This is an optimization exercise on Yosys and OpenROAD, whose aim is small area, a short achievable clock period and few clock cycles per item, not a production implementation. RTL that was checked went through simulation tests only; none was proved equivalent to the original.

Setup of try-willow:
==> flow/design.v (excerpt) <==
module stepper_ramp_pwm_rate_generator_top (
    input  wire logic        clk,
    input  wire logic        rst_n,
    input  wire logic        cfg_we,
    input  wire logic [1:0]  cfg_addr,
    input  wire logic [27:0] cfg_wdata,
    input  wire logic        s_tvalid,
    output logic             s_tready,
    input  wire logic [55:0] s_tdata,
    output logic             m_tvalid,
    input  wire logic        m_tready,
    output logic [63:0]      m_tdata
);
Size in the first run: about 2,900 cells after synthesis, ~300 flip-flops, about 26,000 um2 of cells after synthesis.
clock: 8.0 ns
lec_check: 0
cap_margin: 20
core_margin: 2
core_utilization: 40
cts_buf_list: sky130_fd_sc_hd__clkbuf_4 sky130_fd_sc_hd__clkbuf_8
cts_cluster_size: 30
setup_slack_margin: 2.5
slew_margin: 20
standard.sh (not shown) runs the stock make flow with config.mk's settings and CLKGATE_MAP_FILE= SYNTH_SCRIPT=/design/flow/synth_recipe.tcl, a recipe that flattens the netlist after the stock synthesis.
==> flow/flow/run.sh <==
#!/bin/bash
# Standard layout, except that the port buffers are the smallest plain
# buffer (buf_1) instead of the delay buffer buffer_ports picks by default.
set -euo pipefail
export BUFFER_PORTS_ARGS="-buffer_cell sky130_fd_sc_hd__buf_1"
bash standard.sh > orfs_make.log 2>&1
Testbench counts of try-willow, summed over its fixed seeds: cycles 6,290, items 2,000.
Modified inputs, try-pepper compared to try-willow
--- a/flow/design.v
+++ b/flow/design.v
@@ -222,31 +222,35 @@
         else if (accept && f_tick)
         begin
             below_reg <= !f_sum_ge;
             last_reg  <= in_now;
         end
     end
     logic        jmp_reg;      
     logic        clp_reg;      
-    logic        pl_reg;       
+    logic        ocap_reg;     
+    logic        ypd_reg;      
+    logic        yclp_reg;     
+    logic        reload;       
     logic        jump;         
     logic        load;         
     logic        z_reg;        
     logic        ov_reg;       
     logic        dcl_pend;     
     logic        dcl_reg;      
     logic        lowm_reg;     
     logic        full_reg;     
     logic        busy_reg;
     logic        chk_reg;      
     logic        fin_reg;
     logic [2:0]  cnt_reg;      
     logic [2:0]  last_grp;     
     logic [15:0] den_reg;
+    logic [15:0] o_rate;       
     logic [17:0] den3_reg;     
     logic [15:0] den_next;
     logic [1:0]  lp_reg;       
     logic [1:0]  lc_reg;       
     logic [1:0]  lcode;        
     logic        spec_reg;     
     logic        sload;        
     logic        rst_reg;      
@@ -330,17 +334,19 @@
         hit      = spec_reg && (lcode == lp_reg);
         if (sload)
             cnt_next = {1'b0, lp_reg} + 3'd3;
         else if (jump && !hit)
             cnt_next = {1'b0, lcode} + 3'd3;
         else
             cnt_next = cnt_reg - 3'd1;
         if (chk_reg && top_f)
-            den_next = dcl_reg ? max_rate_reg : cur_reg;
+            den_next = dcl_reg ? max_rate_reg : (ocap_reg ? o_rate : cur_reg);
+        else if (reload)
+            den_next = cur_reg;
         else if (load)
             den_next = rate_next;
         else if (clp_reg && fit16)
             den_next = max_rate_reg;
         else
             den_next = den_reg;
     end
     assign sload = load;
@@ -418,78 +424,87 @@
             div_o  = hi ? 12'd4080 : dv[11:0];
             wrap_o = (hi || !cc) ? 16'd65535 : 16'd65534;
         end
     end
     logic        mv_reg;
     logic        o_en;
     logic [11:0] o_div;
     logic [15:0] o_wrap;
-    logic [15:0] o_rate;
     logic        o_dir;
     logic        o_rep;
     logic        cap;
     logic        ready_in;     
     logic        need_c;
     logic        zero_c;
     logic        zfast;
+    logic        early;        
+    logic        direct;       
     assign need_c   = (in_op == 2'd0) || ((in_op == 2'd1) && running_reg && below_reg);
     assign zero_c   = (in_op == 2'd2) || ((in_op != 2'd0) && !f_tick && (cur_reg == 16'd0));
     assign ready_in = !need_c || (pre_ok && (!f_need || (vis_reg == 2'd2)));
     assign done     = fin_reg || (chk_reg && !top_f);
     assign cap      = done && (!mv_reg || m_tready);
     assign hold     = done && !cap;
-    assign s_tready = ready_in && !hold && !(chk_reg && top_f)
-                      && (pl_reg || (!busy_reg && !jmp_reg));
+    assign early    = busy_reg && (cnt_reg == last_grp) && !zero_c && !ocap_reg
+                      && (!mv_reg || m_tready);
+    assign direct   = !busy_reg && !jmp_reg && !(chk_reg && top_f) && !hold;
+    assign s_tready = ready_in && !ypd_reg && (early || direct);
     assign accept   = s_tvalid && s_tready;
-    assign zfast    = accept && !pl_reg && zero_c;
-    assign load     = (accept && !pl_reg && !zero_c)
-                      || (s_tvalid && ready_in && !pl_reg && busy_reg
-                          && (cnt_reg == last_grp));
-    assign jump     = jmp_reg && !clp_reg && (!pl_reg || accept) && !hold;
+    assign zfast    = accept && zero_c;
+    assign reload   = ypd_reg && cap;
+    assign load     = (accept && !zero_c) || reload;
+    assign jump     = jmp_reg && !clp_reg && !hold && !(chk_reg && top_f);
     always_ff @(posedge clk or negedge rst_n)
     begin
         if (!rst_n)
         begin
             jmp_reg  <= 1'b0;
             clp_reg  <= 1'b0;
-            pl_reg   <= 1'b0;
+            ocap_reg <= 1'b0;
+            ypd_reg  <= 1'b0;
             rst_reg  <= 1'b0;
             busy_reg <= 1'b0;
             chk_reg  <= 1'b0;
             fin_reg  <= 1'b0;
             cnt_reg  <= '0;
             mv_reg   <= 1'b0;
         end
         else
         begin
             if (load)
             begin
                 jmp_reg <= 1'b1;
-                clp_reg <= in_op[0] && mwr_reg;
+                clp_reg <= reload ? yclp_reg : (in_op[0] && mwr_reg);
             end
             else
             begin
                 if (jump)
                     jmp_reg <= 1'b0;
                 clp_reg <= 1'b0;
             end
-            if (load && !accept)
-                pl_reg <= 1'b1;
-            else if (accept)
-                pl_reg <= 1'b0;
+            if (accept && busy_reg)
+                ocap_reg <= 1'b1;
+            else if (cap)
+                ocap_reg <= 1'b0;
             if (chk_reg && top_f)
             begin
                 jmp_reg <= 1'b1;
                 clp_reg <= 1'b0;
-                pl_reg  <= 1'b0;
                 rst_reg <= 1'b1;
+                if (jmp_reg)
+                    ypd_reg <= 1'b1;
+            end
+            else
+            begin
+                if (jump)
+                    rst_reg <= 1'b0;
+                if (reload)
+                    ypd_reg <= 1'b0;
             end
-            else if (jump)
-                rst_reg <= 1'b0;
             cnt_reg <= cnt_next;
             chk_reg <= 1'b0;
             if (cap)
                 fin_reg <= 1'b0;
             else if (chk_reg && !top_f)
                 fin_reg <= 1'b1;
             if (jump)
             begin
@@ -509,21 +524,26 @@
             if (cap)
                 mv_reg <= 1'b1;
             else if (m_tready)
                 mv_reg <= 1'b0;
         end
     end
     always_ff @(posedge clk)
     begin
+        if (accept)
+            yclp_reg <= in_op[0] && mwr_reg;
         if (cap)
         begin
             o_en   <= !z_reg;
             o_div  <= z_reg ? 12'd0 : div_o;
             o_wrap <= z_reg ? 16'd0 : wrap_o;
+        end
+        if ((cap && !ocap_reg) || (accept && busy_reg))
+        begin
             o_rate <= cur_reg;
             o_dir  <= dir_reg;
             o_rep  <= reprog_reg;
         end
     end
     assign m_tvalid = mv_reg;
     assign m_tdata  = {2'b00, o_rep, o_dir, o_rate, o_wrap[15:1], o_wrap,
                        o_div, o_en};
### Flow results
The utilization was comparable across try-pepper and try-willow. Summary — instance count of the mapped netlist, try-pepper relative to try-willow: higher, by about 1.8%. Against try-willow, try-pepper comes in 5.7 mm higher on global-route wire length before repair. Summed instance area of the synthesized netlist grows slightly when moving from try-willow to try-pepper. Against try-willow, pin count of the biggest net entering global routing in try-pepper fell by more than 10%. Area added between synthesis and finish across try-pepper and try-willow: no real change.
Testbench counts of try-pepper, summed over its fixed seeds: cycles 6,059, items 2,000.

stepper_ramp_pwm_rate_generator_top, a different RTL version from the one above (not shown whole).
For scale: roughly 2800 cells after synthesis, roughly 310 flip-flops, ~160 I/O pins.
==> flow/config.mk <==
export PLATFORM = sky130hd
export DESIGN_NAME = stepper_ramp_pwm_rate_generator_top
export DESIGN_NICKNAME = stepper_ramp_pwm_rate_generator_top
export VERILOG_FILES = /design/flow/design.v
export SDC_FILE = /design/flow/constraint.sdc
export NUM_CORES = 4
export LEC_CHECK = 0
export CAP_MARGIN = 20
export CORE_MARGIN = 2
export CORE_UTILIZATION = 40
export CTS_BUF_LIST = sky130_fd_sc_hd__clkbuf_4 sky130_fd_sc_hd__clkbuf_8
export CTS_CLUSTER_SIZE = 30
export SETUP_SLACK_MARGIN = 2.5
export SLEW_MARGIN = 20
==> flow/constraint.sdc <==
create_clock -name core_clock -period 8.0 [get_ports {clk}]
set_input_delay 1.6000 -clock core_clock [delete_from_list [all_inputs] [get_ports {clk}]]
set_output_delay 1.6000 -clock core_clock [all_outputs]
set_load 0.01 [all_outputs]
Scripts as last shown in full above: flow/flow/run.sh
Rerun with:
--- a/flow/design.v
+++ b/flow/design.v
@@ -286,26 +286,42 @@
     logic [18:0] d2;
     logic [18:0] d3;
     always_comb
     begin
         rem_c = rem_reg;
         for (int i = 1; i >= 0; i--)
         begin
             sh = {rem_c, nb_reg[2*i+1], nb_reg[2*i]};
             d1 = {1'b0, sh} - {3'b000, den_reg};
             d2 = {1'b0, sh} - {2'b00, den_reg, 1'b0};
             d3 = {1'b0, sh} - {1'b0, den3_reg};
-            qb_c[2*i+1] = !d2[18];
-            qb_c[2*i]   = !d3[18] || (d2[18] && !d1[18]);
-            rem_c = ({16{!d3[18]}} & d3[15:0]) | ({16{d3[18] && !d2[18]}} & d2[15:0])
-                  | ({16{d2[18] && !d1[18]}} & d1[15:0]) | ({16{d1[18]}} & sh[15:0]);
+            if (!d3[18])
+            begin
+                qb_c[2*i+1 -: 2] = 2'd3;
+                rem_c            = d3[15:0];
+            end
+            else if (!d2[18])
+            begin
+                qb_c[2*i+1 -: 2] = 2'd2;
+                rem_c            = d2[15:0];
+            end
+            else if (!d1[18])
+            begin
+                qb_c[2*i+1 -: 2] = 2'd1;
+                rem_c            = d1[15:0];
+            end
+            else
+            begin
+                qb_c[2*i+1 -: 2] = 2'd0;
+                rem_c            = sh[15:0];
+            end
         end
     end
     logic [2:0]  cnt_next;
     logic [15:0] rem_jmp;
     function automatic logic [15:0] rem_at(input logic [1:0] code, input logic [27:0] sc);
         case (code)
             2'd0:    rem_at = sc[27:12];
             2'd1:    rem_at = {4'd0, sc[27:16]};
             2'd2:    rem_at = {8'd0, sc[27:20]};
             default: rem_at = {12'd0, sc[27:24]};
         endcase
=> The changed run completed with no timing, DRC or antenna violations. Routed wire length rose by about 0.9%. Cell count is about the same. Worst setup slack is better by 0.17 ns. Via count came out higher by about 0.35%. Non-clock buffer count is lower by 28. Sequential share of layout area stays flat. Die area rises by 0.71%. Count of clock-buffer cells in the layout increases by 2. Design area stays flat.
Testbench counts after the change, summed over its fixed seeds: cycles 6,059, items 2,000.
For the first run of this note, only the layout was checked, not whether the RTL still works.

[separate check: timing with driven ports]
Ports are ideal in the flow. The routed layouts listed here were re-timed in OpenROAD.
Step 1 (the two cells are an assumption about what drives the block):
set clk [get_ports {clk}]
set_driving_cell -lib_cell sky130_fd_sc_hd__clkbuf_16 $clk
set_driving_cell -lib_cell sky130_fd_sc_hd__buf_2 [delete_from_list [all_inputs] $clk]
Step 2 moves the port delays by t, midway between the first and last clock arrival at a register: inputs arrive t later, outputs are due t later. That takes back most of the time a late clock gives input paths.
Three values: no drivers, after step 1, after step 2; two values: the first two.
run | shift t [ns] | setup WS [ns] | worst hold slack (ns) | worst slew at a driven data input, ns
try-willow | 0.718 | 2.455 / 2.455 / 1.930 | 0.442 / 0.442 / 0.442 | 0.07
try-pepper | 0.716 | 2.556 / 2.556 / 2.054 | 0.448 / 0.448 / 0.448 | 0.07
the first run of note 2 | 0.716 | 2.271 / 2.271 / 1.882 | 0.443 / 0.443 / 0.443 | 0.07
the second run of note 2 | 0.718 | 2.443 / 2.443 / 2.010 | 0.447 / 0.447 / 0.447 | 0.08
After both steps setup and hold are still met in every run listed. The setup slack of try-willow, which loses most, moves by 0.000 ns with the drivers and by -0.525 ns with both steps.
